Background: an optimization exercise with open tools, aiming at small area. Do not read the settings as production practice. Where RTL was checked, it was by simulation tests only, not by an equivalence proof against the original. Function not checked in runs 1 to 4: the RTL went through the layout flow alone. Power and IR drop assume default switching activity.

$ cat flow/run.sh
#!/bin/bash
# synth_recipe.tcl (not shown) runs the flow's synth.tcl, then flattens the netlist and writes it again
# the make line also repeats each setting of config.mk as NAME=value (left out here)
make -C /OpenROAD-flow-scripts/flow DESIGN_CONFIG=/design/flow/config.mk WORK_HOME=/design/flow/orfs CLKGATE_MAP_FILE= SYNTH_SCRIPT=/design/flow/synth_recipe.tcl finish
$ cat flow/constraint.sdc
create_clock -name core_clock -period 9.0 [get_ports {clk}]
set_input_delay 1.8000 -clock core_clock [delete_from_list [all_inputs] [get_ports {clk}]]
set_output_delay 1.8000 -clock core_clock [all_outputs]
set_load 0.01 [all_outputs]
$ cat flow/config.mk
export PLATFORM = sky130hd
export DESIGN_NAME = low_band_energy_beat_detector_core
export DESIGN_NICKNAME = low_band_energy_beat_detector_core
export VERILOG_FILES = /design/flow/design.v
export SDC_FILE = /design/flow/constraint.sdc
export NUM_CORES = 4
export LEC_CHECK = 0
export CAP_MARGIN = 20
export CORE_MARGIN = 2
export CORE_UTILIZATION = 55
export CTS_BUF_LIST = sky130_fd_sc_hd__clkbuf_4 sky130_fd_sc_hd__clkbuf_8
export CTS_CLUSTER_DIAMETER = 50
export CTS_CLUSTER_SIZE = 20
export PLACE_DENSITY = 0.7
export SLEW_MARGIN = 20
$ cat flow/design.v
`timescale 1ns / 1ps
package lbed_pkg;
	localparam int STRIDE     = 16;
	localparam int MAX_GROUPS = 4096;
	localparam int SAMPLE_W  = 16;
	localparam int TIME_W    = 48;
	localparam int LEVEL_W   = 20;
	localparam int IVL_W     = 16;
	localparam int CFG_W     = 20;
	localparam int CFG_IDX_W = 1;
	localparam int ACC_L   = 52;                
	localparam int CNT_L   = 12;                
	localparam int RING_L  = ACC_L + CNT_L + TIME_W;
	localparam int B_W     = 21;                
	localparam logic [CFG_IDX_W-1:0] REG_RISE_THRESHOLD = 1'b0;
	localparam logic [CFG_IDX_W-1:0] REG_MIN_INTERVAL   = 1'b1;
endpackage
`timescale 1ns / 1ps
module lbed_divsqrt
(
	input  logic clk,
	input  logic init,      
	input  logic en,        
	input  logic a,
	input  logic b,
	input  logic t,
	output logic borrow_q,
	output logic gt_q
);
	logic d;
	assign d = a ^ b ^ borrow_q;
	always_ff @(posedge clk) begin
		if (init) begin
			borrow_q <= 1'b0;
			gt_q     <= 1'b0;
		end else if (en) begin
			borrow_q <= (~a & b) | (~(a ^ b) & borrow_q);
			if (d != t)
				gt_q <= d;
		end
	end
endmodule
`timescale 1ns / 1ps
import lbed_pkg::*;
module low_band_energy_beat_detector_core
(
	input  logic                 clk,
	input  logic                 arst_n,
	input  logic                 cfg_we,
	input  logic [lbed_pkg::CFG_IDX_W-1:0] cfg_index,
	input  logic [lbed_pkg::CFG_W-1:0]     cfg_wdata,
	input  logic                 s_tvalid,
	output logic                 s_tready,
	input  logic [63:0]          s_tdata,    
	input  logic                 s_tlast,    
	output logic                 m_tvalid,
	input  logic                 m_tready,
	output logic [23:0]          m_tdata,    
	output logic                 m_tuser     
);
	localparam logic [3:0]
		ST_INIT  = 4'd0,
		ST_IDLE  = 4'd1,
		ST_SADDW = 4'd2,
		ST_SADD  = 4'd3,
		ST_SQW   = 4'd4,
		ST_SQ    = 4'd5,
		ST_ACC   = 4'd6,
		ST_ROOTW = 4'd7,
		ST_ROOTI = 4'd8,
		ST_ROOT  = 4'd9,
		ST_DECW  = 4'd10,
		ST_DEC   = 4'd11,
		ST_LOAD  = 4'd12;
	localparam logic [6:0] P_LAST = 7'(RING_L - 1);
	localparam logic [6:0] P_ACCL = 7'(ACC_L - 1);      
	localparam logic [6:0] P_CNT0 = 7'(ACC_L);          
	localparam logic [6:0] P_CNTL = 7'(ACC_L + CNT_L - 1);
	localparam logic [6:0] P_TIM0 = 7'(ACC_L + CNT_L);  
	logic [3:0]  state_q, state_d;
	logic [6:0]  p_q;
	logic [LEVEL_W-1:0] thr_q;
	logic [IVL_W-1:0]   ivl_q;
	logic               thr_set_q, ivl_set_q;
	logic [RING_L-1:0]  ring_q;
	logic [B_W-1:0]     b_q;
	logic [LEVEL_W-1:0] prev_q;
	logic [3:0]         fill_q;
	logic               sat_q, any_q, have_prev_q;
	logic [4:0]         k_q;
	logic [3:0]         i_q;
	logic               c_q, c2_q, m_q, mn_q, sgn_q, upd_q;
	logic               m_tvalid_q, beat_out_q, valid_out_q;
	logic [4:0] w;
	logic       p_last, in_acc, win0, win2;
	assign w      = p_q[4:0];
	assign p_last = (p_q == P_LAST);
	assign in_acc = (p_q <= P_ACCL);
	assign win0   = (p_q[6:5] == 2'd0) && (w <= 5'd20);
	assign win2   = (p_q[6:5] == 2'd2) && (w <= 5'd20);
	logic r0, tap;
	assign r0  = ring_q[0];
	assign tap = b_q[0];
	logic [4:0] s_off;
	logic [6:0] q;
	logic       q_pos, q_le19, q_le20;
	assign s_off  = k_q + {1'b0, i_q};
	assign q      = p_q - {2'b00, s_off};
	assign q_pos  = ~q[6];
	assign q_le19 = q_pos && (q[5:0] <= 6'd19);
	assign q_le20 = q_pos && (q[5:0] <= 6'd20);
	logic st_sq, st_root;
	assign st_sq   = (state_q == ST_SQ);
	assign st_root = (state_q == ST_ROOT);
	logic stream, sub, y, sum, cout;
	always_comb begin
		stream = 1'b0;
		if (st_sq)
			stream = q_pos & tap;
		else if (st_root)
			stream = q_le20 & tap;
		sub = st_sq ? (k_q == 5'd19) : sgn_q;
		y   = (in_acc && (st_sq || st_root)) ? ((m_q & stream) ^ sub) : 1'b0;
	end
	assign sum  = r0 ^ y ^ c_q;
	assign cout = (r0 & y) | (r0 & c_q) | (y & c_q);
	logic [5:0] t_idx;
	logic       tbit;
	assign t_idx = p_q[5:0];
	assign tbit  = s_tdata[16 + t_idx];
	logic sbit;
	assign sbit = s_tdata[(w > 5'd15) ? 4'd15 : w[3:0]];
	logic r_in;
	always_comb begin
		if (state_q == ST_INIT)
			r_in = 1'b0;
		else if (state_q == ST_LOAD)
			r_in = (p_q < P_TIM0) ? 1'b0 : (beat_out_q ? tbit : r0);
		else
			r_in = sum;
	end
	logic b_en, b_in, urule;
	logic seen_q, just_q;
	always_comb begin
		if (just_q)
			urule = sgn_q;
		else if (!seen_q && tap)
			urule = ~sgn_q;
		else if (!seen_q && b_q[1])
			urule = 1'b1;
		else
			urule = tap;
	end
	always_comb begin
		b_en = 1'b0;
		b_in = tap;
		unique case (state_q)
			ST_INIT: begin b_en = win0; b_in = 1'b0; end
			ST_SADD: begin b_en = 1'b1; b_in = tap ^ sbit ^ c2_q; end
			ST_SQ: begin
				b_en = (in_acc && q_le19) || (p_q == P_CNT0);
				b_in = (k_q == 5'd0) ? 1'b0 : tap;
			end
			ST_ROOTI: begin b_en = win2; b_in = (w == 5'd19); end
			ST_ROOT: begin
				b_en = (in_acc && q_le20) || (upd_q && win2);
				b_in = (upd_q && win2) ? urule : tap;
			end
			ST_DEC: begin b_en = win0; b_in = 1'b0; end
			default: ;
		endcase
	end
	logic dec_init, lvl_en, tim_en;
	logic lvl_t, tim_t;
	logic br1, gt1, br2, gt2;
	logic [LEVEL_W:0] thr_ext;
	assign thr_ext  = {thr_q, 1'b0};
	assign dec_init = (state_q == ST_DEC) && (p_q == 7'd0);
	assign lvl_en   = (state_q == ST_DEC) && win0 && (w != 5'd0);
	assign tim_en   = (state_q == ST_DEC) && (p_q >= P_TIM0);
	assign lvl_t    = thr_ext[w] & thr_set_q;
	assign tim_t    = (t_idx < 6'd16) ? (ivl_q[t_idx[3:0]] & ivl_set_q) : 1'b0;
	lbed_divsqrt u_cmp_lvl (
		.clk(clk), .init(dec_init), .en(lvl_en),
		.a(tap), .b(prev_q[0]), .t(lvl_t),
		.borrow_q(br1), .gt_q(gt1)
	);
	lbed_divsqrt u_cmp_tim (
		.clk(clk), .init(dec_init), .en(tim_en),
		.a(tbit), .b(r0), .t(tim_t),
		.borrow_q(br2), .gt_q(gt2)
	);
	logic beat;
	assign beat = have_prev_q & any_q & ~br1 & gt1 & gt2;
	logic [3:0] st_fin;
	assign st_fin = any_q ? ST_ROOTW : ST_DECW;
	always_comb begin
		state_d = state_q;
		unique case (state_q)
			ST_INIT:  if (p_last) state_d = ST_IDLE;
			ST_IDLE: begin
				if (s_tvalid) begin
					if (sat_q)
						state_d = s_tlast ? st_fin : ST_ACC;
					else
						state_d = ST_SADDW;
				end
			end
			ST_SADDW: if (p_q == 7'd31 || p_q == 7'd63 || p_last) state_d = ST_SADD;
			ST_SADD: begin
				if (w == 5'd20) begin
					if (fill_q == 4'd15)
						state_d = ST_SQW;
					else
						state_d = s_tlast ? st_fin : ST_ACC;
				end
			end
			ST_SQW:   if (p_last) state_d = ST_SQ;
			ST_SQ:    if (p_last && k_q == 5'd31) state_d = s_tlast ? st_fin : ST_ACC;
			ST_ACC:   state_d = ST_IDLE;
			ST_ROOTW: if (p_last) state_d = ST_ROOTI;
			ST_ROOTI: if (p_last) state_d = ST_ROOT;
			ST_ROOT:  if (p_last && k_q == 5'd31) state_d = ST_DECW;
			ST_DECW:  if (p_last && !m_tvalid_q) state_d = ST_DEC;
			ST_DEC:   if (p_last) state_d = ST_LOAD;
			ST_LOAD:  if (p_last) state_d = ST_ACC;
			default:  state_d = ST_IDLE;
		endcase
	end
	assign s_tready = (state_q == ST_ACC);
	always_ff @(posedge clk or negedge arst_n) begin
		if (!arst_n) begin
			state_q     <= ST_INIT;
			p_q         <= '0;
			fill_q      <= '0;
			sat_q       <= 1'b0;
			any_q       <= 1'b0;
			have_prev_q <= 1'b0;
			thr_set_q   <= 1'b0;
			ivl_set_q   <= 1'b0;
			m_tvalid_q  <= 1'b0;
		end else begin
			state_q <= state_d;
			p_q     <= p_last ? 7'd0 : p_q + 7'd1;
			if (cfg_we) begin
				if (cfg_index == REG_RISE_THRESHOLD)
					thr_set_q <= 1'b1;
				else
					ivl_set_q <= 1'b1;
			end
			if (state_q == ST_SADD && w == 5'd20)
				fill_q <= fill_q + 4'd1;
			if (state_q == ST_SQW)
				any_q <= 1'b1;
			if (st_sq && p_q == P_CNTL && cout)
				sat_q <= 1'b1;
			if (state_q == ST_LOAD && p_q == 7'd0)
				have_prev_q <= have_prev_q | any_q;
			if (state_q == ST_ACC && s_tlast) begin
				fill_q     <= '0;
				sat_q      <= 1'b0;
				any_q      <= 1'b0;
				m_tvalid_q <= 1'b1;
			end else if (m_tready) begin
				m_tvalid_q <= 1'b0;
			end
		end
	end
	always_ff @(posedge clk) begin
		if (cfg_we) begin
			if (cfg_index == REG_RISE_THRESHOLD)
				thr_q <= cfg_wdata[LEVEL_W-1:0];
			else
				ivl_q <= cfg_wdata[IVL_W-1:0];
		end
	end
	always_ff @(posedge clk) begin
		ring_q <= {r_in, ring_q[RING_L-1:1]};
		if (b_en)
			b_q <= {b_in, b_q[B_W-1:1]};
		if (state_q == ST_DEC && lvl_en && any_q)
			prev_q <= {tap, prev_q[LEVEL_W-1:1]};
		if (p_last) begin
			unique case (state_q)
				ST_SQW:  c_q <= 1'b1;
				ST_ROOTI: c_q <= 1'b1;
				ST_ROOT: c_q <= (k_q != 5'd31) & sgn_q;
				default: c_q <= 1'b0;
			endcase
		end else if (p_q == P_ACCL) begin
			c_q <= st_sq && (k_q == 5'd19);
		end else if (p_q == P_CNTL) begin
			c_q <= 1'b0;
		end else begin
			c_q <= cout;
		end
		c2_q <= (state_q == ST_SADD && w != 5'd20) ? ((tap & sbit) | (tap & c2_q) | (sbit & c2_q)) : 1'b0;
		unique case (state_q)
			ST_SQW: begin
				k_q <= 5'd19;
				i_q <= 4'd0;
				m_q <= b_q[19];
			end
			ST_SQ: begin
				if (p_q == P_CNT0)
					k_q <= k_q - 5'd1;
				if (in_acc && q_pos && q == {2'b00, k_q} - 7'd1)
					mn_q <= tap;
				if (p_last)
					m_q <= mn_q;
			end
			ST_ROOTW: begin
				k_q   <= 5'd19;
				i_q   <= 4'd0;
				sgn_q <= 1'b1;
				upd_q <= 1'b0;
			end
			ST_ROOTI, ST_ROOT: begin
				if (st_root && p_q == P_ACCL) begin
					if (i_q == 4'd12) begin
						i_q   <= 4'd0;
						k_q   <= k_q - 5'd1;
						upd_q <= 1'b1;
						sgn_q <= ~sum;
					end else begin
						i_q <= i_q + 4'd1;
					end
				end
				if (p_last)
					upd_q <= 1'b0;
				if (p_q[6:4] == 3'b011 && p_q[3:2] != 2'b00 && p_q[3:0] == i_q + 4'd4)
					m_q <= r0;
				if (i_q == 4'd12 && p_q == P_TIM0)
					m_q <= sat_q;
			end
			default: ;
		endcase
		if (p_q[6:5] != 2'd2) begin
			seen_q <= 1'b0;
			just_q <= 1'b0;
		end else begin
			just_q <= tap & ~seen_q;
			seen_q <= seen_q | tap;
		end
		if (state_q == ST_LOAD && p_q == 7'd0) begin
			beat_out_q  <= beat;
			valid_out_q <= any_q;
		end
	end
	assign m_tvalid = m_tvalid_q;
	assign m_tdata  = {3'b000, prev_q & {LEVEL_W{valid_out_q}}, beat_out_q};
	assign m_tuser  = valid_out_q;
endmodule
==> results of run 1 <==
## path summary, 6_finish.rpt
path	startpoint	endpoint	slack, ns	cells after the start
min in group asynchronous	arst_n	p_q[2]$_DFF_PN0_	1.23	1
max reg2reg	p_q[0]$_DFF_PN0_	sgn_q$_SDFFCE_PP1P_	4.57	11
min reg2reg	ring_q[7]$_DFF_P_	ring_q[6]$_DFF_P_	0.32	0
min	ring_q[7]$_DFF_P_	ring_q[6]$_DFF_P_	0.32	0
max in group asynchronous	arst_n	p_q[0]$_DFF_PN0_	7.41	1
max	state_q[1]$_DFFE_PN0P_	s_tready	4.41	3
## cell usage in the layout, fill, tap and decap left out, drive strengths merged, types with 4 or more instances in the layout
| cell | count |
|---|---|
| buf | 4 |
| xnor2 | 10 |
| nand2 | 47 |
| clkdlybuf4s50 | 113 |
| a21oi | 28 |
| a21o | 6 |
| fa | 6 |
| o21ai | 28 |
| clkinv | 7 |
| a211oi | 11 |
| nor3 | 19 |
| nor2b | 12 |
| mux2i | 9 |
| dfrtp | 21 |
| o22ai | 4 |
| ha | 18 |
| nand3 | 11 |
| clkbuf | 22 |
| a31oi | 8 |
| and2 | 27 |
| mux4 | 23 |
| or2 | 4 |
| nor2 | 39 |
| dfxtp | 120 |
| inv | 24 |
| nand4 | 5 |
| xor2 | 12 |
| nand2b | 5 |
| and3 | 9 |
| edfxtp | 92 |
## per-stage QoR
stage / hold slack [ns] / setup slack (ns) / utilization (%) / cell area, sq um / power, W
3_5_place_dp: 0.312 / 4.39 / 64.2 / 10200 / 0.00119
3_3_place_gp: 0.311 / 4.44 / 64.2 / 10200 / 0.00119
2_1_floorplan: 0.310 / 5.04 / - / 8930 / 0.00115
4_1_cts: 0.330 / 4.43 / 66.6 / 10600 / 0.00177
6_report: 0.323 / 4.41 / 66.6 / 10600 / 0.00175
5_1_grt: 0.332 / 4.15 / 66.6 / 10600 / 0.00181
## state kept, by name, summed over array words and instances, names as in the netlist, 5 cells and up
| name | flops |
|---|---|
| prev_q | 20 |
| k_q | 5 |
| ivl_q | 16 |
| ring_q | 112 |
| b_q | 21 |
| thr_q | 20 |
| p_q | 7 |
## power by group
| group | internal, W | switching, W |
|---|---|---|
| registers | 0.00110 | 0.00000280 |
| logic | 0.0000456 | 0.0000170 |
| clock network | 0.000232 | 0.000349 |
## layer usage
| metal | wire length [microns] | track usage (%) | up-vias |
|---|---|---|---|
| li1 | - | - | 2679 |
| met1 | 8040 | 29.6 | 2707 |
| met2 | 9080 | 36.1 | 176 |
| met3 | 909 | 3.55 | 43 |
| met4 | 567 | 7.37 | 0 |
| met5 | 0 | 0 | - |
## critical path, cell delays in order (launching register included)
cell and delay [ns]:
dfrtp_1 0.79, clkinv_1 0.44, nor3_1 0.41, clkdlybuf4s50_1 0.62
## layout make-up
type                    count  area [sq um]  share of cell area (%)
inverters                  22          82.6                   0.780
flip-flops and latches    233          5690                    53.8
well taps                 216           270                    2.55
repair buffers            117          1160                    11.0
clock buffers              22           290                    2.74
multi-input cells         396          2990                    28.3
clock inverters            10          93.8                   0.887
## cell families after synthesis
group,count (synthesis),share of synthesized area (%)
multiplexers,34,7.44
buffers and inverters,56,2.92
flip-flops,233,63.8
other,1,0.0420
AND/OR/NAND/NOR,198,11.4
XOR/XNOR,22,2.16
adder cells (fa/ha/maj),24,3.87
AO/OA/AOI/OAI,115,8.40
==> flow_summary_export.csv, run 1 <==
group,metric,value,unit
sta,tns,0,ns
critical_path,path_class,"flip-flop to output pin",
cells_and_area,drive_above_1_share,7.38,%
clock_tree,hold_buffers,0,
floorplanning,die_height,131,microns
floorplanning,initial_core_util,56.2,%
clock_tree,clkSinkCount,233,
sta,relSlewSlack,32.2,%
synth,syn-cell-area,8920,sq um
drt,vias,5605,
hold_path,hold_path.class,"flip-flop to flip-flop",
clock_tree,cts_buffer_depth,3,
floorplanning,fp-row-count,46,
synth,ys_seq_area_share,63.8,%
place,dp_hpwl,13300,microns
clock_tree,post-cts-setup-buffer-count,0,
sta,finalCritPeriodShare,51.0,%
flow_run,maxCapViolCount,0,
floorplanning,design.die.area,17300,sq um
cells_and_area,post_layout_nonfiller_instances,1016,
place,dp.cells,983,
place,io_buffers,114,
cells_and_area,synthToLayoutAreaGrowth,18.6,%
global_routing,grt-ovfl-total,0,
drt,routed_wl,18600,microns
global_routing,grt_antenna_before_repair,0,
synth,netlist-cell-type-count,66,
synth,yosys-top-cells-area,"edfxtp_1 31%, dfxtp_1 27%, dfrtp_1 5.9%",
place,gp_congestion,0.884,
clock_tree,numCtsBuffers,19,
drt,wire_per_inst,18.3,microns
critical_path,crit_required,7.20,ns
pwr,irDropWorstVdd,0.150,mV
cells_and_area,antenna_cells,0,
synth,yosysMostFrequentCell,"dfxtp_1",
synth,synth_largest_area_cell,"edfxtp_1",
clock_tree,cts_tree,"yes",
global_routing,grt_usage,21.8,%
synth,ys_ff_latch,233,
clock_tree,htreeDepth,1,
critical_path,critPathMaxFanout,22,
synth,synth_warnings,2,
drt,drc_errors,0,
clock_tree,ctsResizeCount,0,
synth,synth_cells,683,
floorplanning,core_area,15900,sq um
clock_tree,clock_latency,0.52,ns
sta,setup_violations,0,
critical_path,cp.arrival,2.79,ns
synth,syn-mean-instance-area,13.1,sq um
synth,netlist_top_cells_count,"120 x dfxtp_1, 92 x edfxtp_1, 47 x nand2_1",
sta,finalClockSkew,0.0166,ns
global_routing,grt_pass1_wl,30400,microns
critical_path,cp-start-kind,"flip-flop",
status,outcome,"timing/DRC/antenna clean",
synth,synth_edf_count,92,
synth,yosysTopAreaCellShare,31.0,%
cells_and_area,final_nets,904,
synth,async_flop_share,9.01,%
pwr,power_per_cell_area,165,nW/um^2
drt,drt_iter0_drc,358,
sta,fin_crit,4.59,ns
sta,fmax,0.218,GHz
critical_path,critPathCaptureType,"output pin",
sta,final-hold-violation-count,0,
drt,ant_nets,0,
cells_and_area,n_fill_cell,1220,
pwr,leakage,3.85,nW
sta,slew_violations,0,
global_routing,grt_max_degree,38,
synth,synthFlopType,"dfxtp_1",
drt,vias_per_cell,5.52,
sta,worstMarginPinSlew,1.01,ns
floorplanning,die_x,131,microns
clock_tree,cts.root.buffer_cell,"clkbuf_8",
clock_tree,path_clk_slew,0.12,ns
drt,drtPass1Iterations,6,
sta,grt_setup_unrepaired,"false",
global_routing,grt_pass1_vias,5760,
floorplanning,io_pins,118,
==> run 2: changes to the inputs <==
==> flow/flow/run.sh (new file) <==
#!/bin/bash
# Standard layout, except that the port buffers are the smallest buffer cell.
set -euo pipefail
export BUFFER_PORTS_ARGS="-buffer_cell sky130_fd_sc_hd__buf_1"
bash standard.sh > standard_make.log 2>&1
==> flow/standard.sh (new file) <==
#!/bin/bash
# synth_recipe.tcl (not shown) runs the flow's synth.tcl, then flattens the netlist and writes it again
# the make line also repeats each setting of config.mk as NAME=value (left out here)
make -C /OpenROAD-flow-scripts/flow DESIGN_CONFIG=/design/flow/config.mk WORK_HOME=/design/flow/orfs CLKGATE_MAP_FILE= SYNTH_SCRIPT=/design/flow/synth_recipe.tcl "${@:-finish}"
removed: flow/run.sh
==> run 2 against run 1 <==
Still clean on timing, DRC and antenna; clock power up 35%; sequential power about the same; total power up 10%; first-iteration DRC count up 12%; clock skew up 0.011 ns; cell count up 0.89%; die area unchanged; register-to-register slack better by 0.23 ns; count of clock-buffer cells in the layout up 1; global-route usage down 1.4 points.
==> flow_summary_export.csv, run 2 <==
group,metric,value,unit
synth,synth_top_family_by_area,"simple AND/OR/NAND/NOR gates",
synth,synth_warnings,2,
critical_path,critPathMaxFanout,7,
cells_and_area,post-route-util,63.5,%
sta,finalCritPeriodShare,46.7,%
sta,setup_violations,0,
clock_tree,cts.root.buffer_cell,"clkbuf_8",
hold_path,hold_path.class,"flip-flop to flip-flop",
hold_path,min_from,"ring_q[58]$_DFF_P_",
floorplanning,die_height,131,microns
critical_path,crit_path_top_delay_cell,"edfxtp_1",
pwr,power_per_cell_area,192,nW/um^2
critical_path,critPathCaptureType,"flip-flop",
global_routing,grt_antenna_before_repair,0,
synth,syn-cell-area,8920,sq um
synth,yosysTopAreaCellShare,31.0,%
place,dp_hpwl,12300,microns
place,io_buffers,114,
synth,async_flop_share,9.01,%
synth,yosysMostFrequentCell,"dfxtp_1",
sta,fin_crit,4.20,ns
drt,drc_errors,0,
drt,drt_iter0_drc,401,
cells_and_area,n_fill_cell,1242,
global_routing,grt_max_degree,38,
synth,ys_ff_latch,233,
cells_and_area,top_register,"ring_q",
synth,yosys-top-cells-area,"edfxtp_1 31%, dfxtp_1 27%, dfrtp_1 5.9%",
synth,synth-simple-area-share,11.4,%
critical_path,crit_required,9.30,ns
floorplanning,fp-row-count,46,
sta,worstMarginPinSlew,1.02,ns
synth,synth_cells,683,
critical_path,cp-start-kind,"flip-flop",
sta,slew_violations,0,
pwr,irDropWorstVdd,0.176,mV
floorplanning,initial_core_util,56.2,%
synth,netlist-cell-type-count,66,
hold_path,worstHoldPathCells,0,
pwr,leakage,3.64,nW
flow_run,maxCapViolCount,0,
floorplanning,design.die.area,17300,sq um
cells_and_area,largest_reg_flops,112,
drt,drtPass1Iterations,7,
synth,syn-mean-instance-area,13.1,sq um
cells_and_area,final_common_cell,"dfxtp_1",
critical_path,path_class,"flip-flop to flip-flop",
critical_path,cp_num_buf_inv,0,
synth,synth_largest_area_cell,"edfxtp_1",
cells_and_area,antenna_cells,0,
synth,synthFlopType,"dfxtp_1",
drt,vias_per_cell,5.50,
clock_tree,cts_buffer_depth,3,
critical_path,cp_cell_sequence,"ha_1 -> fa_1 -> a21o_1 -> a21oi_1 -> xor2_1 -> ha_1 -> xnor2_1 -> o21ai_0 -> and4_1 -> nor3_1 -> fa_1 -> or3_1",
sta,tns,0,ns
sta,finalClockSkew,0.0272,ns
global_routing,grt_usage,20.5,%
clock_tree,cts_tree,"yes",
floorplanning,core_area,15900,sq um
status,outcome,"timing/DRC/antenna clean",
drt,vias,5639,
floorplanning,die_x,131,microns
synth,ys_seq_area_share,63.8,%
drt,wire_per_inst,17.1,microns
drt,ant_nets,0,
synth,synth_fa_ha_area_share,3.87,%
clock_tree,htreeDepth,1,
synth,synth_compound_area_share,8.40,%
clock_tree,post-cts-setup-buffer-count,0,
synth,synthMuxAreaShare,7.44,%
clock_tree,clkSinkCount,233,
global_routing,grt-ovfl-total,0,
critical_path,reg2reg_depth,12,
cells_and_area,reg_top3,"ring_q x112, b_q x21",
sta,fmax,0.238,GHz
clock_tree,ctsResizeCount,0,
cells_and_area,layout_common_cells,"120 x dfxtp_1, 114 x buf_1, 92 x edfxtp_1",
cells_and_area,multiInputGateArea,3000,sq um
sta,relSlewSlack,32.0,%
critical_path,reg2reg_from,"k_q[0]$_SDFFCE_PP1P_",
synth,synth_edf_count,92,
floorplanning,io_pins,118,
cells_and_area,ff_latch_area,5690,sq um
cells_and_area,drive_above_1_share,8.41,%
critical_path,cpLargestDelayFamily,"adder cells",
cells_and_area,final_nets,908,
clock_tree,path_clk_slew,0.10,ns
global_routing,grt_pass1_vias,5767,
sta,final-hold-violation-count,0,
synth,synthXorXnorAreaFrac,2.16,%
critical_path,cp.arrival,4.51,ns
drt,routed_wl,17500,microns
sta,grt_setup_unrepaired,"false",
critical_path,path_depth,12,
place,gp_congestion,0.923,
critical_path,cpPeakStageDelay,0.51,ns
cells_and_area,synthToLayoutAreaGrowth,13.1,%
clock_tree,numCtsBuffers,22,
clock_tree,hold_buffers,0,
global_routing,grt_pass1_wl,28800,microns
critical_path,crit_path_start,"k_q[0]$_SDFFCE_PP1P_",
clock_tree,clock_latency,0.55,ns
synth,netlist_top_cells_count,"120 x dfxtp_1, 92 x edfxtp_1, 47 x nand2_1",
==> run 2: cell counts after synthesis <==
No cell type changed its count.
==> run 2: area by class of cell <==
cell class                      count  area share [%]
Sequential cell                   233            56.4
Multi-Input combinational cell    396            29.7
Timing Repair Buffer              118            4.54
Clock buffer                       23            3.07
Clock inverter                     17            2.75
Tap cell                          216            2.68
Inverter                           22           0.818
==> run 2: routing by layer <==
layer | GRT usage [%] | up-vias | wire (microns) | part of all wire (%)
li1 | - | 2707 | - | -
met5 | 0 | - | 0 | 0
met1 | 27.6 | 2734 | 7780 | 44
met2 | 33.8 | 164 | 8450 | 48
met3 | 3.82 | 34 | 916 | 5.2
met4 | 6.64 | 0 | 399 | 2.3
==> run 2: cells by family (layout without fill, tap and decap cells) <==
logic type	count (synthesis)	count (layout)
multiplexers	34	34
buffers and inverters	56	180
adder cells (fa/ha/maj)	24	24
AND/OR/NAND/NOR	198	198
other	1	3
flip-flops	233	233
XOR/XNOR	22	22
AO/OA/AOI/OAI	115	115
==> run 2: final timing paths <==
kind	to	slack, ns
hold / removal	ring_q[57]$_DFF_P_	0.33
setup / recovery	sgn_q$_SDFFCE_PP1P_	4.80
min in group asynchronous	fill_q[1]$_DFFE_PN0P_	1.20
hold reg to reg	ring_q[57]$_DFF_P_	0.33
max in group asynchronous	state_q[0]$_DFFE_PN0P_	7.55
setup reg to reg	sgn_q$_SDFFCE_PP1P_	4.80
==> run 2: stage by stage <==
step	power, W	setup slack (ns)	hold slack, ns	instance area (sq um)	cells
floorplan	0.00115	5.04	0.310	8930	685
global placement	0.00117	4.80	0.311	9490	985
detailed placement	0.00117	4.71	0.312	9490	985
CTS	0.00195	4.79	0.333	10100	1025
global route	0.00200	4.49	0.337	10100	1025
finish	0.00193	4.80	0.331	10100	1025
==> run 2: worst reg2reg max path: stages (launching register included) <==
cell and delay, ns:
edfxtp_1 0.51, ha_1 0.27, fa_1 0.41, a21o_1 0.19, a21oi_1 0.16, xor2_1 0.22
ha_1 0.31, xnor2_1 0.32, o21ai_0 0.23, and4_1 0.23, nor3_1 0.24, fa_1 0.51
or3_1 0.36
==> run 2: power by group <==
group           total, W  internal (W)  leakage [nW]  switching (W)
clock network   0.000788      0.000375         0.301       0.000413
logic          0.0000384     0.0000211          1.44      0.0000174
registers        0.00111       0.00110          1.90     0.00000264
total            0.00193       0.00150          3.64       0.000433
==> run 3: changes to the inputs <==
==> flow/flow/run.sh (replaced) <==
#!/bin/bash
set -euo pipefail
export BUFFER_PORTS_ARGS="-buffer_cell sky130_fd_sc_hd__buf_1"
export CTS_ARGS="-sink_clustering_enable -repair_clock_nets -dont_use_dummy_load -buf_list {sky130_fd_sc_hd__clkbuf_4 sky130_fd_sc_hd__clkbuf_8} -sink_clustering_size 20 -sink_clustering_max_diameter 50"
bash standard.sh > standard_make.log 2>&1
--- a/flow/config.mk
+++ b/flow/config.mk
@@ -8,8 +8,5 @@
 export CAP_MARGIN = 20
 export CORE_MARGIN = 2
 export CORE_UTILIZATION = 55
-export CTS_BUF_LIST = sky130_fd_sc_hd__clkbuf_4 sky130_fd_sc_hd__clkbuf_8
-export CTS_CLUSTER_DIAMETER = 50
-export CTS_CLUSTER_SIZE = 20
 export PLACE_DENSITY = 0.7
 export SLEW_MARGIN = 20
==> run 3 against run 2 <==
First-iteration DRC count decreased by 16%; largest power group unchanged; synthesized cell count stayed put; combinational power about the same.
==> flow_summary_export.csv, run 3 <==
group,metric,value,unit
cells_and_area,multiInputGateArea,3000,sq um
pwr,switching_share,19.5,%
clock_tree,numCtsBuffers,22,
synth,netlist_top_cells_count,"120 x dfxtp_1, 92 x edfxtp_1, 47 x nand2_1",
critical_path,path_class,"flip-flop to flip-flop",
floorplanning,design.die.area,17300,sq um
synth,syn-cell-area,8920,sq um
pwr,seq_power_share,66.4,%
hold_path,hold_path_end,"ring_q[17]$_DFF_P_",
cells_and_area,top_register,"ring_q",
floorplanning,fp-row-count,46,
cells_and_area,drive_above_1_share,6.45,%
clock_tree,post-cts-setup-buffer-count,0,
clock_tree,cts_tree,"yes",
place,io_buffers,114,
sta,finalCritPeriodShare,46.5,%
sta,tns,0,ns
sta,whs,0.287,ns
global_routing,grt_pass1_wl,28500,microns
synth,synth_edf_count,92,
drt,vias,5662,
synth,yosys-top-cells-area,"edfxtp_1 31%, dfxtp_1 27%, dfrtp_1 5.9%",
synth,yosysTopAreaCellShare,31.0,%
clock_tree,clkSinkCount,233,
drt,ant_nets,0,
pwr,p_clk_share,31.3,%
global_routing,grt_usage,20.2,%
floorplanning,die_height,131,microns
drt,routed_wl,17400,microns
sta,grt_setup_unrepaired,"false",
sta,slew_violations,0,
critical_path,cp-start-kind,"flip-flop",
critical_path,cpLargestDelayFamily,"adder cells",
global_routing,grt_pass1_vias,5709,
pwr,irDropWorstVdd,0.158,mV
critical_path,critPathCaptureType,"flip-flop",
drt,drc_errors,0,
floorplanning,initial_core_util,56.2,%
critical_path,crit_path_top_delay_cell,"fa_1",
sta,relSlewSlack,33.0,%
floorplanning,core_area,15900,sq um
hold_path,hold_path.class,"flip-flop to flip-flop",
clock_tree,path_clk_slew,0.10,ns
cells_and_area,final_common_cell,"dfxtp_1",
sta,fin_crit,4.19,ns
critical_path,crit_required,9.25,ns
synth,synth_largest_area_cell,"edfxtp_1",
clock_tree,hold_buffers,0,
status,outcome,"timing/DRC/antenna clean",
cells_and_area,post-route-util,61.7,%
clock_tree,ctsResizeCount,0,
place,dp_hpwl,12300,microns
critical_path,cp.arrival,4.44,ns
synth,synthFlopType,"dfxtp_1",
synth,ys_seq_area_share,63.8,%
critical_path,cp_cell_sequence,"buf_4 -> inv_1 -> ha_1 -> fa_1 -> nor2b_1 -> o21ai_0 -> xnor2_1 -> o21ai_0 -> and4_1 -> nor3_1 -> fa_1 -> or3_1",
cells_and_area,n_fill_cell,1261,
floorplanning,die_x,131,microns
clock_tree,cts.root.buffer_cell,"clkbuf_8",
cells_and_area,reg_top3,"ring_q x112, b_q x21",
cells_and_area,antenna_cells,0,
cells_and_area,final_nets,908,
drt,drtPass1Iterations,5,
cells_and_area,ff_latch_area,5690,sq um
hold_path,min_from,"ring_q[18]$_DFF_P_",
synth,netlist-cell-type-count,66,
global_routing,grt_antenna_before_repair,0,
critical_path,reg2reg_from,"p_q[0]$_DFF_PN0_",
synth,ys_ff_latch,233,
cells_and_area,layout_common_cells,"120 x dfxtp_1, 114 x buf_1, 92 x edfxtp_1",
critical_path,reg2reg_depth,12,
global_routing,grt_max_degree,38,
pwr,power_per_cell_area,170,nW/um^2
floorplanning,io_pins,118,
drt,drt_iter0_drc,336,
cells_and_area,largest_reg_flops,112,
sta,worstMarginPinSlew,1.00,ns
global_routing,grt-ovfl-total,0,
critical_path,cpPeakStageDelay,0.51,ns
sta,fmax,0.239,GHz
sta,final-hold-violation-count,0,
pwr,leakage,3.50,nW
synth,async_flop_share,9.01,%
synth,synth_cells,683,
hold_path,worstHoldPathCells,0,
drt,wire_per_inst,17.3,microns
clock_tree,clock_latency,0.54,ns
critical_path,reg2reg_to,"sgn_q$_SDFFCE_PP1P_",
critical_path,cp_num_buf_inv,2,
drt,vias_per_cell,5.62,
sta,finalClockSkew,0.0570,ns
cells_and_area,synthToLayoutAreaGrowth,9.88,%
pwr,switchingPower,0.000324,W
clock_tree,cts_buffer_depth,3,
pwr,internal-power,0.00134,W
critical_path,critPathMaxFanout,37,
flow_run,maxCapViolCount,0,
sta,setup_violations,0,
clock_tree,htreeDepth,1,
critical_path,r2r_slack,4.81,ns
place,gp_congestion,0.923,
pwr,pwr-share-comb,2.3,%
synth,syn-mean-instance-area,13.1,sq um
synth,synth_warnings,2,
synth,yosysMostFrequentCell,"dfxtp_1",
==> run 3: per-layer routing <==
metal	track usage, %	wire length [microns]	vias up
li1	-	-	2685
met1	27.4	7770	2782
met2	33.5	8400	159
met3	3.51	798	36
met4	6.82	433	0
met5	0	0	-
==> run 3: through the flow <==
| stage | cells | power, W | area [sq um] | worst slack (ns) |
|---|---|---|---|---|
| 2_1_floorplan | 685 | 0.00115 | 8930 | 5.04 |
| 5_1_grt | 1007 | 0.00173 | 9810 | 4.52 |
| 3_5_place_dp | 985 | 0.00117 | 9490 | 4.71 |
| 4_1_cts | 1007 | 0.00169 | 9800 | 4.79 |
| 3_3_place_gp | 985 | 0.00117 | 9490 | 4.80 |
| 6_report | 1007 | 0.00167 | 9810 | 4.81 |
==> run 3: kinds of logic after synthesis <==
group | count (synthesis) | synth area share (%)
other | 1 | 0.0420
adders and majority gates | 24 | 3.87
muxes | 34 | 7.44
AOI/OAI and AO/OA | 115 | 8.40
xor gates and xnor gates | 22 | 2.16
DFF | 233 | 63.8
buffers and inverters | 56 | 2.92
and+or+nand+nor | 198 | 11.4
==> run 3: power by group through the flow <==
stage	Sequential (W)	Combinational (W)	Clock, W
after floorplan	0.00113	0.0000185	0
after global placement	0.00113	0.0000371	0
after detailed placement	0.00113	0.0000385	0
after CTS	0.00111	0.0000387	0.000540
after global routing	0.00111	0.0000423	0.000577
final	0.00111	0.0000383	0.000522
==> run 3: how the worst max path moves through the flow <==
stage,start,end,cells after the start
2_1_floorplan,s_tdata[41],u_cmp_tim.gt_q$_SDFFE_PP0P_,9
3_3_place_gp,s_tdata[17],u_cmp_tim.gt_q$_SDFFE_PP0P_,10
3_5_place_dp,s_tdata[17],u_cmp_tim.gt_q$_SDFFE_PP0P_,10
4_1_cts,p_q[0]$_DFF_PN0_,sgn_q$_SDFFCE_PP1P_,12
5_1_grt,p_q[0]$_DFF_PN0_,sgn_q$_SDFFCE_PP1P_,12
6_report,p_q[0]$_DFF_PN0_,sgn_q$_SDFFCE_PP1P_,12
==> run 3: layout make-up <==
type	count	area share (%)
Sequential cell	233	58.0
Tap cell	216	2.76
Clock buffer	22	3.09
Multi-Input combinational cell	396	30.6
Inverter	22	0.842
Timing Repair Buffer	118	4.67
==> run 4: changes to the inputs <==
==> flow/flow/run.sh (replaced) <==
#!/bin/bash
set -euo pipefail
export BUFFER_PORTS_ARGS="-buffer_cell sky130_fd_sc_hd__buf_1"
export CTS_ARGS="-sink_clustering_enable -repair_clock_nets -dont_use_dummy_load -buf_list {sky130_fd_sc_hd__clkbuf_2 sky130_fd_sc_hd__clkbuf_4} -sink_clustering_size 12 -sink_clustering_max_diameter 50"
bash standard.sh > standard_make.log 2>&1
==> run 4 against run 3 <==
Still clean on timing, DRC and antenna; core utilization down 0.65 points; maximum frequency down 2.2%; count of clock-buffer cells in the layout up 4; combinational power about the same; sequential share of layout area up 0.61 points; synthesized area unchanged; final area down 1.0%; sequential power about the same; first-iteration DRC count up 6.8%; clock power down 19%; critical endpoint is now s_tready.
==> flow_summary_export.csv, run 4 <==
group,metric,value,unit
pwr,power_per_cell_area,162,nW/um^2
sta,setup_violations,0,
synth,async_flop_share,9.01,%
clock_tree,hold_buffers,0,
critical_path,cp-start-kind,"flip-flop",
drt,drt_iter0_drc,359,
global_routing,grt_max_degree,38,
synth,synth_largest_area_cell,"edfxtp_1",
place,dp.cells,985,
synth,yosys-top-cells-area,"edfxtp_1 31%, dfxtp_1 27%, dfrtp_1 5.9%",
sta,finalClockSkew,0.0462,ns
pwr,internal-power,0.00126,W
synth,yosysMostFrequentCell,"dfxtp_1",
place,gp_congestion,0.923,
floorplanning,design.die.area,17300,sq um
clock_tree,ctsResizeCount,0,
cells_and_area,largest_reg_flops,112,
global_routing,grt_antenna_before_repair,1,
floorplanning,core_area,15900,sq um
clock_tree,path_clk_slew,0.12,ns
clock_tree,cts.root.buffer_cell,"clkbuf_4",
sta,tns,0,ns
critical_path,path_class,"flip-flop to output pin",
drt,vias_per_cell,5.57,
clock_tree,cts_buffer_depth,3,
place,io_buffers,114,
synth,synthFlopType,"dfxtp_1",
drt,routed_wl,17400,microns
floorplanning,initial_core_util,56.2,%
sta,finalCritPeriodShare,47.6,%
synth,yosysTopAreaCellShare,31.0,%
global_routing,grt_usage,20.3,%
cells_and_area,synthToLayoutAreaGrowth,8.73,%
floorplanning,io_pins,118,
critical_path,crit_path_top_delay_cell,"dfrtp_1",
synth,synth_warnings,2,
synth,synth_edf_count,92,
sta,fin_crit,4.28,ns
sta,fmax,0.233,GHz
critical_path,critPathMaxFanout,22,
synth,ys_ff_latch,233,
drt,drtPass1Iterations,5,
pwr,pwr-share-comb,2.4,%
pwr,switching_share,19.9,%
pwr,irDropWorstVdd,0.128,mV
clock_tree,cts_tree,"yes",
critical_path,cp_cell_sequence,"clkinv_1 -> nor3_1 -> buf_1",
global_routing,grt_pass1_wl,28600,microns
cells_and_area,layout_common_cells,"120 x dfxtp_1, 114 x buf_1, 92 x edfxtp_1",
floorplanning,die_x,131,microns
clock_tree,clkSinkCount,233,
critical_path,cp_num_buf_inv,2,
synth,syn-mean-instance-area,13.1,sq um
pwr,p_clk_share,27.1,%
cells_and_area,top_register,"ring_q",
flow_run,maxCapViolCount,0,
pwr,switchingPower,0.000312,W
global_routing,grt_pass1_vias,5774,
clock_tree,numCtsBuffers,26,
status,outcome,"timing/DRC/antenna clean",
sta,relSlewSlack,33.4,%
clock_tree,htreeDepth,1,
hold_path,hold_path.class,"flip-flop to flip-flop",
clock_tree,clock_latency,0.63,ns
drt,ant_nets,0,
clock_tree,post-cts-setup-buffer-count,0,
synth,ys_seq_area_share,63.8,%
cells_and_area,post_layout_nonfiller_instances,1013,
critical_path,crit_required,7.20,ns
synth,netlist-cell-type-count,66,
critical_path,critPathCaptureType,"output pin",
global_routing,grt-ovfl-total,0,
synth,netlist_top_cells_count,"120 x dfxtp_1, 92 x edfxtp_1, 47 x nand2_1",
critical_path,cpLargestDelayFamily,"flip-flops",
critical_path,cpPeakStageDelay,0.78,ns
drt,vias,5642,
floorplanning,fp-row-count,46,
critical_path,cp.arrival,2.48,ns
synth,synth_cells,683,
cells_and_area,final_common_cell,"dfxtp_1",
synth,syn-cell-area,8920,sq um
place,dp_hpwl,12300,microns
floorplanning,die_height,131,microns
pwr,leakage,3.46,nW
sta,final-hold-violation-count,0,
cells_and_area,reg_top3,"ring_q x112, b_q x21",
sta,slew_violations,0,
cells_and_area,final_nets,912,
cells_and_area,drive_above_1_share,6.92,%
drt,drc_errors,0,
sta,worstMarginPinSlew,0.994,ns
pwr,seq_power_share,70.5,%
sta,grt_setup_unrepaired,"false",
sta,whs,0.307,ns
drt,wire_per_inst,17.2,microns
==> run 4: cell count changes in the layout (fill, tap and decap cells not counted), sizes merged <==
cell | previous run | this run
clkbuf | 22 | 26
diode | 0 | 2
==> run 4: final timing paths <==
path	end	depth (start not counted)	slack (ns)	start
max reg2reg	sgn_q$_SDFFCE_PP1P_	12	4.80	p_q[0]$_DFF_PN0_
min	ring_q[101]$_DFF_P_	0	0.31	ring_q[102]$_DFF_P_
max in group asynchronous	state_q[0]$_DFFE_PN0P_	2	7.60	arst_n
max	s_tready	3	4.72	state_q[1]$_DFFE_PN0P_
min in group asynchronous	p_q[4]$_DFF_PN0_	2	1.11	arst_n
min reg2reg	ring_q[101]$_DFF_P_	0	0.31	ring_q[102]$_DFF_P_
==> run 4: power by group through the flow <==
stage | Combinational (W) | Clock [W] | Sequential (W)
floorplan | 0.0000185 | 0 | 0.00113
finish | 0.0000383 | 0.000425 | 0.00111
detailed placement | 0.0000385 | 0 | 0.00113
global route | 0.0000423 | 0.000487 | 0.00111
global placement | 0.0000371 | 0 | 0.00113
CTS | 0.0000387 | 0.000445 | 0.00111
==> run 4: per-stage QoR <==
| stage | worst slack [ns] | util [%] | cell area [sq um] | power (W) |
|---|---|---|---|---|
| after global routing | 4.48 | 61.1 | 9700 | 0.00164 |
| after CTS | 4.69 | 61.0 | 9690 | 0.00159 |
| after detailed placement | 4.71 | 59.8 | 9490 | 0.00117 |
| after floorplan | 5.04 | - | 8930 | 0.00115 |
| final | 4.72 | 61.1 | 9700 | 0.00157 |
| after global placement | 4.80 | 59.8 | 9490 | 0.00117 |
==> run 4: per-layer routing <==
metal / share of wire [%] / vias to the layer above / GRT usage (%) / wire length (microns)
li1: - / 2707 / - / -
met2: 48 / 171 / 33.4 / 8390
met3: 4.9 / 35 / 3.51 / 849
met4: 2.3 / 0 / 6.76 / 395
met5: 0 / - / 0 / 0
met1: 45 / 2729 / 27.6 / 7790
==> run 4: kinds of logic after synthesis <==
logic type,synth area share (%)
compound gates,8.40
xor+xnor,2.16
fa+ha+maj,3.87
buf+inv,2.92
flops,63.8
mux,7.44
other cells,0.0420
simple gates,11.4
==> run 4: worst reg2reg max path: cells and delay by family, from the launching register on <==
family | cells | cell delay (ns)
DFF | 1 | 0.36
AOI/OAI and AO/OA | 2 | 0.37
adders and majority gates | 3 | 1.21
buffers and inverters | 2 | 0.72
and+or+nand+nor | 4 | 0.98
xor gates and xnor gates | 1 | 0.30
==> run 4: final cells by class <==
| type | count | area, sq um |
|---|---|---|
| fillers | 1287 | 6180 |
| flip-flops and latches | 233 | 5690 |
| multi-input cells | 396 | 3000 |
| repair buffers | 118 | 458 |
| well taps | 216 | 270 |
| clock buffers | 26 | 195 |
| inverters | 22 | 82.6 |
| diodes | 2 | 5.00 |
==> run 5: changes to the inputs <==
--- a/flow/design.v
+++ b/flow/design.v
@@ -140,14 +140,13 @@
 			r_in = sum;
 	end
 	logic b_en, b_in, urule;
-	logic seen_q, just_q;
 	always_comb begin
-		if (just_q)
-			urule = sgn_q;
-		else if (!seen_q && tap)
-			urule = ~sgn_q;
-		else if (!seen_q && b_q[1])
+		if (w == k_q)
 			urule = 1'b1;
+		else if (w == k_q + 5'd1)
+			urule = ~sgn_q;
+		else if (w == k_q + 5'd2)
+			urule = sgn_q;
 		else
 			urule = tap;
 	end
@@ -328,20 +327,13 @@
 				end
 				if (p_last)
 					upd_q <= 1'b0;
-				if (p_q[6:4] == 3'b011 && p_q[3:2] != 2'b00 && p_q[3:0] == i_q + 4'd4)
+				if (p_q >= P_CNT0 && p_q <= P_CNTL && (p_q - P_CNT0) == {3'b000, i_q})
 					m_q <= r0;
 				if (i_q == 4'd12 && p_q == P_TIM0)
 					m_q <= sat_q;
 			end
 			default: ;
 		endcase
-		if (p_q[6:5] != 2'd2) begin
-			seen_q <= 1'b0;
-			just_q <= 1'b0;
-		end else begin
-			just_q <= tap & ~seen_q;
-			seen_q <= seen_q | tap;
-		end
 		if (state_q == ST_LOAD && p_q == 7'd0) begin
 			beat_out_q  <= beat;
 			valid_out_q <= any_q;
==> flow/run.sh (new file) <==
#!/bin/bash
# synth_recipe.tcl (not shown) runs the flow's synth.tcl, then flattens the netlist and writes it again
# the make line also repeats each setting of config.mk as NAME=value (left out here)
make -C /OpenROAD-flow-scripts/flow DESIGN_CONFIG=/design/flow/config.mk WORK_HOME=/design/flow/orfs CLKGATE_MAP_FILE= SYNTH_SCRIPT=/design/flow/synth_recipe.tcl finish
--- a/flow/config.mk
+++ b/flow/config.mk
@@ -7,6 +7,6 @@
 export LEC_CHECK = 0
 export CAP_MARGIN = 20
 export CORE_MARGIN = 2
-export CORE_UTILIZATION = 55
-export PLACE_DENSITY = 0.7
+export CORE_UTILIZATION = 40
+export PLACE_DENSITY = 0.6
 export SLEW_MARGIN = 20
removed: flow/flow/run.sh
removed: flow/standard.sh
==> run 5 against run 4 <==
Die area rose by 40%; sequential power rose by 25%; clock power rose by 140%; highest routed layer unchanged; critical endpoint is now sgn_q$_SDFFCE_PP1P_; global-route usage fell by 4.1 points.
==> flow_summary_export.csv, run 5 <==
group,metric,value,unit
drt,drtPass1Iterations,4,
drt,wl_met2,8980,microns
synth,async_flop_share,9.09,%
pwr,power_per_cell_area,279,nW/um^2
global_routing,grt_pass1_vias,6225,
cells_and_area,largest_reg_flops,112,
global_routing,grt_max_degree,35,
clock_tree,post-cts-setup-buffer-count,0,
drt,routed_wl,19200,microns
cells_and_area,synthToLayoutAreaGrowth,23.7,%
floorplanning,core_area,22600,sq um
synth,synth_warnings,2,
drt,drc_errors,0,
sta,setup_violations,0,
floorplanning,fp-row-count,55,
status,outcome,"timing/DRC/antenna clean",
clock_tree,cts_tree,"yes",
sta,slew_violations,0,
sta,finalCritPeriodShare,50.9,%
sta,final-hold-violation-count,0,
pwr,fin_total_pwr,0.00317,W
clock_tree,htreeDepth,1,
clock_tree,path_clk_slew,0.06,ns
floorplanning,die_height,156,microns
cells_and_area,final_nets,950,
critical_path,r2r_slack,4.42,ns
synth,ys_seq_area_share,61.5,%
drt,wl_met1,8890,microns
floorplanning,die_x,156,microns
floorplanning,design.die.area,24200,sq um
clock_tree,clock_latency,0.52,ns
synth,synthFlopType,"dfxtp_1",
cells_and_area,final_common_cell,"dfxtp_1",
place,dp.cells,1087,
drt,drt_iter0_drc,325,
critical_path,crit_path_top_delay_cell,"edfxtp_1",
clock_tree,hold_buffers,0,
synth,synth_largest_area_cell,"edfxtp_1",
clock_tree,clkSinkCount,231,
global_routing,grt_antenna_before_repair,0,
synth,netlist-cell-type-count,73,
critical_path,critPathCaptureType,"flip-flop",
critical_path,cp_cell_sequence,"ha_1 -> fa_1 -> a21o_1 -> a21oi_1 -> xor2_1 -> ha_1 -> inv_1 -> a211oi_1 -> nor3_1 -> nand4b_1 -> or3b_1 -> a221oi_1 -> fa_1 -> or3_1",
cells_and_area,drive_above_1_share,9.10,%
critical_path,critPathMaxFanout,8,
global_routing,grt_pass1_wl,31700,microns
floorplanning,io_pins,118,
sta,tns,0,ns
synth,synth_cells,720,
synth,ys_ff_latch,231,
synth,synth_edf_count,92,
cells_and_area,post-route-util,50.4,%
sta,worstMarginPinSlew,0.877,ns
sta,fmax,0.218,GHz
drt,wire_per_inst,17.0,microns
synth,yosysMostFrequentCell,"dfxtp_1",
sta,relSlewSlack,41.5,%
flow_run,maxCapViolCount,0,
sta,finalClockSkew,0.00940,ns
critical_path,path_class,"flip-flop to flip-flop",
global_routing,grt_usage,16.2,%
drt,vias,5886,
critical_path,crit_required,9.26,ns
global_routing,grt-ovfl-total,0,
clock_tree,cts.root.buffer_cell,"clkbuf_16",
critical_path,cp-start-kind,"flip-flop",
cells_and_area,antenna_cells,0,
pwr,leakage,4.34,nW
drt,routed.top_layer,"met4",
critical_path,cp.arrival,4.83,ns
clock_tree,cts_buffer_depth,3,
cells_and_area,top_register,"ring_q",
hold_path,hold_path.class,"flip-flop to flip-flop",
clock_tree,ctsResizeCount,0,
place,dp_hpwl,13400,microns
synth,syn-mean-instance-area,12.8,sq um
synth,yosysTopAreaCellShare,30.1,%
drt,ant_nets,0,
synth,syn-cell-area,9190,sq um
synth,netlist_top_cells_count,"118 x dfxtp_1, 92 x edfxtp_1, 54 x nor2_1",
place,io_buffers,114,
pwr,irDropWorstVdd,0.122,mV
drt,wl_met3,831,microns
drt,vias_per_cell,5.20,
place,gp_congestion,0.874,
sta,fin_crit,4.58,ns
clock_tree,numCtsBuffers,24,
floorplanning,initial_core_util,40.7,%
synth,yosys-top-cells-area,"edfxtp_1 30%, dfxtp_1 26%, dfrtp_1 5.7%",
sta,grt_setup_unrepaired,"false",
cells_and_area,layout_common_cells,"118 x dfxtp_1, 113 x clkdlybuf4s50_1, 92 x edfxtp_1",
critical_path,cpPeakStageDelay,0.52,ns
cells_and_area,reg_top3,"ring_q x112, b_q x21",
cells_and_area,post_layout_nonfiller_instances,1131,
[run 5: critical path, delay by kind of cell, from the launching register on]
family                   cells  cell delay [ns]
AO/OA/AOI/OAI                4             0.96
XOR/XNOR                     1             0.10
adder cells (fa/ha/maj)      4             1.54
buffers and inverters        1             0.07
flip-flops                   1             0.52
AND/OR/NAND/NOR              4             1.12
[run 5: path summary, 6_finish.rpt]
check                                          start                   to  cells after the start
worst min-delay path              ring_q[38]$_DFF_P_   ring_q[37]$_DFF_P_                      0
max in group asynchronous                     arst_n     p_q[6]$_DFF_PN0_                      1
worst max register to register  k_q[0]$_SDFFCE_PP1P_  sgn_q$_SDFFCE_PP1P_                     14
worst max-delay path            k_q[0]$_SDFFCE_PP1P_  sgn_q$_SDFFCE_PP1P_                     14
min in group asynchronous                     arst_n     p_q[4]$_DFF_PN0_                      1
worst min register to register    ring_q[38]$_DFF_P_   ring_q[37]$_DFF_P_                      0
[run 5: final cells by class]
class	instances	area [sq um]
Clock buffer	34	774
Timing Repair Buffer	117	1160
Clock inverter	10	70.1
Sequential cell	231	5650
Multi-Input combinational cell	427	3260
Tap cell	285	357
Fill cell	1955	11200
Inverter	27	101
[run 5: through the flow]
step	setup slack [ns]	instance area, sq um	hold WS [ns]
2_1_floorplan	4.47	9200	0.310
3_5_place_dp	4.38	10500	0.312
6_report	4.42	11400	0.324
5_1_grt	4.12	11400	0.331
4_1_cts	4.44	11400	0.324
3_3_place_gp	4.42	10500	0.314
[run 5: kinds of logic after synthesis]
family | synth area share [%]
AO/OA/AOI/OAI | 8.16
XOR/XNOR | 3.43
other | 0.0408
buffers and inverters | 3.23
adder cells (fa/ha/maj) | 4.71
AND/OR/NAND/NOR | 11.4
multiplexers | 7.52
flip-flops | 61.5
[run 5: power by group]
| group | internal (W) | switching [W] | total (W) |
|---|---|---|---|
| registers | 0.00125 | 0.000133 | 0.00139 |
| clock network | 0.000606 | 0.000406 | 0.00101 |
| logic | 0.000347 | 0.000425 | 0.000772 |
[run 5: metal layers]
metal | GRT usage (%) | up-vias
met5 | 0 | -
met4 | 5.20 | 0
met3 | 2.44 | 34
met2 | 26.9 | 144
met1 | 21.9 | 2889
li1 | - | 2819

## re-timing with driven ports
No port has a modelled driver above. Below, the same layouts with a new extraction and two added sets of constraints.
Step 1 (the two cells are an assumption about what drives the block):
set clk [get_ports {clk}]
set_driving_cell -lib_cell sky130_fd_sc_hd__clkbuf_16 $clk
set_driving_cell -lib_cell sky130_fd_sc_hd__buf_2 [delete_from_list [all_inputs] $clk]
Step 2 adds t to the input delays and takes it off the output delays; t is the mean of the earliest and latest rising clock arrival at the registers after step 1. Input paths then give back, and output paths get back, about the clock's delay inside the block.
a / b / c = ideal ports / drivers / drivers and shift; a / b = the first two.
| run | t, ns | slack for setup (ns) | worst setup path at the end | worst data-port slew with drivers (ns) | cell pins on the clock port's net |
|---|---|---|---|---|---|
| run 1 | 0.554 | 4.414 / 4.375 / 4.370 | input to register | 0.06 | 1 |
| run 2 | 0.581 | 4.796 / 4.765 / 4.681 | input to register | 0.05 | 1 |
| run 3 | 0.546 | 4.812 / 4.779 / 4.679 | input to register | 0.05 | 1 |
| run 4 | 0.644 | 4.717 / 4.683 / 4.702 | input to register | 0.05 | 1 |
| run 5 | 0.558 | 4.423 / 4.423 / 4.367 | input to register | 0.05 | 1 |
After both steps setup and hold are still met in every run listed. The setup slack of run 3, which loses most, moves by -0.033 ns with the drivers and by -0.133 ns with both steps.
